From an optimization exercise on the open Yosys and OpenROAD flow, aimed at small area and a short achievable clock period; shortcuts taken in it are not production practice. Where RTL was checked, it was by simulation tests only, not by an equivalence proof against the original.

red:
==> module btb_sat, before the edit <==
module btb_sat #(
   parameter int ENTRIES  = 8,
   parameter int IDX_W    = 3,
   parameter int PC_W     = 32,
   parameter int CNT_W    = 2,
   parameter int CNT_INIT = 2
) (
   input  logic            clk,
   input  logic            reset,
   input  logic [PC_W-1:0] pc_in,
   output logic            hit,
   output logic            token,
   output logic [PC_W-1:0] next_pc_out,
   input  logic            is_req_pc,
   input  logic [PC_W-1:0] req_pc,
   input  logic [PC_W-1:0] predict_target,
   input  logic            req_taken,
   input  logic            flush
);
   logic [PC_W-1:0]  tag    [ENTRIES];
   logic [PC_W-1:0]  tdiff  [ENTRIES];   
   logic [CNT_W-1:0] cnt    [ENTRIES];
   logic [IDX_W-1:0] ptr;
   logic             full;
   logic [ENTRIES-1:0] valid;
   logic [ENTRIES-1:0] f_match;
   logic [ENTRIES-1:0] f_sel;
   logic [ENTRIES-1:0] u_match;
   logic               u_hit;
   logic               alloc;
   logic [PC_W-1:0]    f_tdiff;
   logic [PC_W-1:0]    new_tdiff;
   always_comb begin
      for (int i = 0; i < ENTRIES; i++) begin
         valid[i]   = full || (ptr > IDX_W'(i));
         f_match[i] = valid[i] && (tag[i] == pc_in);
         f_sel[i]   = f_match[i] && cnt[i][CNT_W-1];
         u_match[i] = valid[i] && (tag[i] == req_pc);
      end
   end
   assign u_hit = |u_match;
   assign alloc = is_req_pc && req_taken && !u_hit;
   always_comb begin
      f_tdiff = '0;
      for (int i = 0; i < ENTRIES; i++) begin
         f_tdiff = f_tdiff | ({PC_W{f_sel[i]}} & tdiff[i]);
      end
   end
   assign hit         = |f_match;
   assign token       = |f_sel;
   assign next_pc_out = pc_in ^ f_tdiff;
   assign new_tdiff   = predict_target ^ req_pc;
   always_ff @(posedge clk) begin
      if (reset || flush) begin
         ptr  <= '0;
         full <= 1'b0;
      end else if (alloc) begin
         ptr <= ptr + IDX_W'(1);
         if (ptr == IDX_W'(ENTRIES - 1)) begin
            full <= 1'b1;
         end
      end
   end
   always_ff @(posedge clk) begin
      for (int i = 0; i < ENTRIES; i++) begin
         if (is_req_pc) begin
            if (u_match[i]) begin
               if (req_taken) begin
                  tag[i]    <= req_pc;
                  tdiff[i]  <= new_tdiff;
                  if (cnt[i] != '1) cnt[i] <= cnt[i] + CNT_W'(1);
               end else begin
                  if (cnt[i] != '0) cnt[i] <= cnt[i] - CNT_W'(1);
               end
            end else if (alloc && ptr == IDX_W'(i)) begin
               tag[i]    <= req_pc;
               tdiff[i]  <= new_tdiff;
               cnt[i]    <= CNT_W'(CNT_INIT);
            end
         end
      end
   end
endmodule
clock: 8.0 ns
lec_check: 0
abc_clock_period_in_ps: 4000
cap_margin: 20
core_margin: 2
core_utilization: 65
setup_slack_margin: 3.0
slew_margin: 20
standard.sh (not shown) runs the stock make flow with config.mk's settings and CLKGATE_MAP_FILE= SYNTH_SCRIPT=/design/flow/synth_recipe.tcl, a recipe that flattens the netlist after the stock synthesis.
==> flow/flow/run.sh <==
#!/bin/bash
set -euo pipefail
export BUFFER_PORTS_ARGS="-buffer_cell sky130_fd_sc_hd__buf_2"
export CTS_ARGS="-sink_clustering_enable -repair_clock_nets -dont_use_dummy_load -sink_clustering_size 20 -sink_clustering_max_diameter 80"
bash standard.sh > standard.log 2>&1
Edits applied to the flow inputs when going from red to green:
==> flow/design.v <==
module btb_sat #(
   parameter int ENTRIES  = 8,
   parameter int IDX_W    = 3,
   parameter int PC_W     = 32,
   parameter int CNT_W    = 2,
   parameter int CNT_INIT = 2
) (
   input  logic            clk,
   input  logic            reset,
   input  logic [PC_W-1:0] pc_in,
   output logic            hit,
   output logic            token,
   output logic [PC_W-1:0] next_pc_out,
   input  logic            is_req_pc,
   input  logic [PC_W-1:0] req_pc,
   input  logic [PC_W-1:0] predict_target,
   input  logic            req_taken,
   input  logic            flush
);
   logic [PC_W-1:0]  tag    [ENTRIES];
   logic [PC_W-1:0]  target [ENTRIES];
   logic [CNT_W-1:0] cnt    [ENTRIES];
   logic [IDX_W-1:0] ptr;
   logic             full;
   logic [ENTRIES-1:0] valid;
   logic [ENTRIES-1:0] f_match;
   logic [ENTRIES-1:0] f_sel;
   logic [ENTRIES-1:0] u_match;
   logic               u_hit;
   logic               alloc;
   logic [PC_W-1:0]    f_target;
   always_comb begin
      for (int i = 0; i < ENTRIES; i++) begin
         valid[i]   = full || (ptr > IDX_W'(i));
         f_match[i] = valid[i] && (tag[i] == pc_in);
         f_sel[i]   = f_match[i] && cnt[i][CNT_W-1];
         u_match[i] = valid[i] && (tag[i] == req_pc);
      end
   end
   assign u_hit = |u_match;
   assign alloc = is_req_pc && req_taken && !u_hit;
   always_comb begin
      f_target = '0;
      for (int i = 0; i < ENTRIES; i++) begin
         f_target = f_target | ({PC_W{f_sel[i]}} & target[i]);
      end
   end
   assign hit         = |f_match;
   assign token       = |f_sel;
   assign next_pc_out = token ? f_target : pc_in;
   always_ff @(posedge clk) begin
      if (reset || flush) begin
         ptr  <= '0;
         full <= 1'b0;
      end else if (alloc) begin
         ptr <= ptr + IDX_W'(1);
         if (ptr == IDX_W'(ENTRIES - 1)) begin
            full <= 1'b1;
         end
      end
   end
   always_ff @(posedge clk) begin
      for (int i = 0; i < ENTRIES; i++) begin
         if (is_req_pc) begin
            if (u_match[i]) begin
               if (req_taken) begin
                  tag[i]    <= req_pc;
                  target[i] <= predict_target;
                  if (cnt[i] != '1) cnt[i] <= cnt[i] + CNT_W'(1);
               end else begin
                  if (cnt[i] != '0) cnt[i] <= cnt[i] - CNT_W'(1);
               end
            end else if (alloc && ptr == IDX_W'(i)) begin
               tag[i]    <= req_pc;
               target[i] <= predict_target;
               cnt[i]    <= CNT_W'(CNT_INIT);
            end
         end
      end
   end
endmodule
Findings:
Total met3 wirelength after detailed routing: green vs red down 42%
Diff red -> green: routability congestion estimate increased about 5.5%; time the worst path needs with I/O delays and setup increased 0.070 ns; synthesized cell count decreased 46; worst hold slack across all endpoints increased 0.034 ns.
The more densely filled core belongs to red, not green.
Re source-to-sink clock delay at the later pin of the worst-skew pair: red was lower than green.
green vs. red: number of placement rows shrank by 1, worst setup slack shrank by 0.070 ns, share of cell area taken by flip-flops and latches grew by 4.6 points, wire length of the first global-routing pass shrank by about 9%.
The RTL of red was laid out without a check of its function.

-- static timing again, ports no longer ideal --
The flow's constraints put no driver on any port. The routed layouts listed below were extracted and timed again, unchanged, in two steps.
Step 1 sets driving cells, clkbuf_16 on the clock port and buf_2 on the other inputs (assumed; they add their load-dependent delay and slew).
Step 2 times the ports against the registers' clock, not the clock port: input delays grow and output delays shrink by t, the midpoint of the rising clock arrivals with the driver on.
Three values: ideal, step 1, step 2; two values: the first two.
run | shift t [ns] | setup slack, ns | worst hold slack (ns)
red | 0.603 | 2.458 / 2.406 / 2.406 | 0.597 / 0.597 / 0.597
green | 0.657 | 2.387 / 2.324 / 2.324 | 0.631 / 0.631 / 0.631
After both steps setup and hold are still met in every run listed. The setup slack of green, which loses most, moves by -0.063 ns with the drivers and by -0.063 ns with both steps.
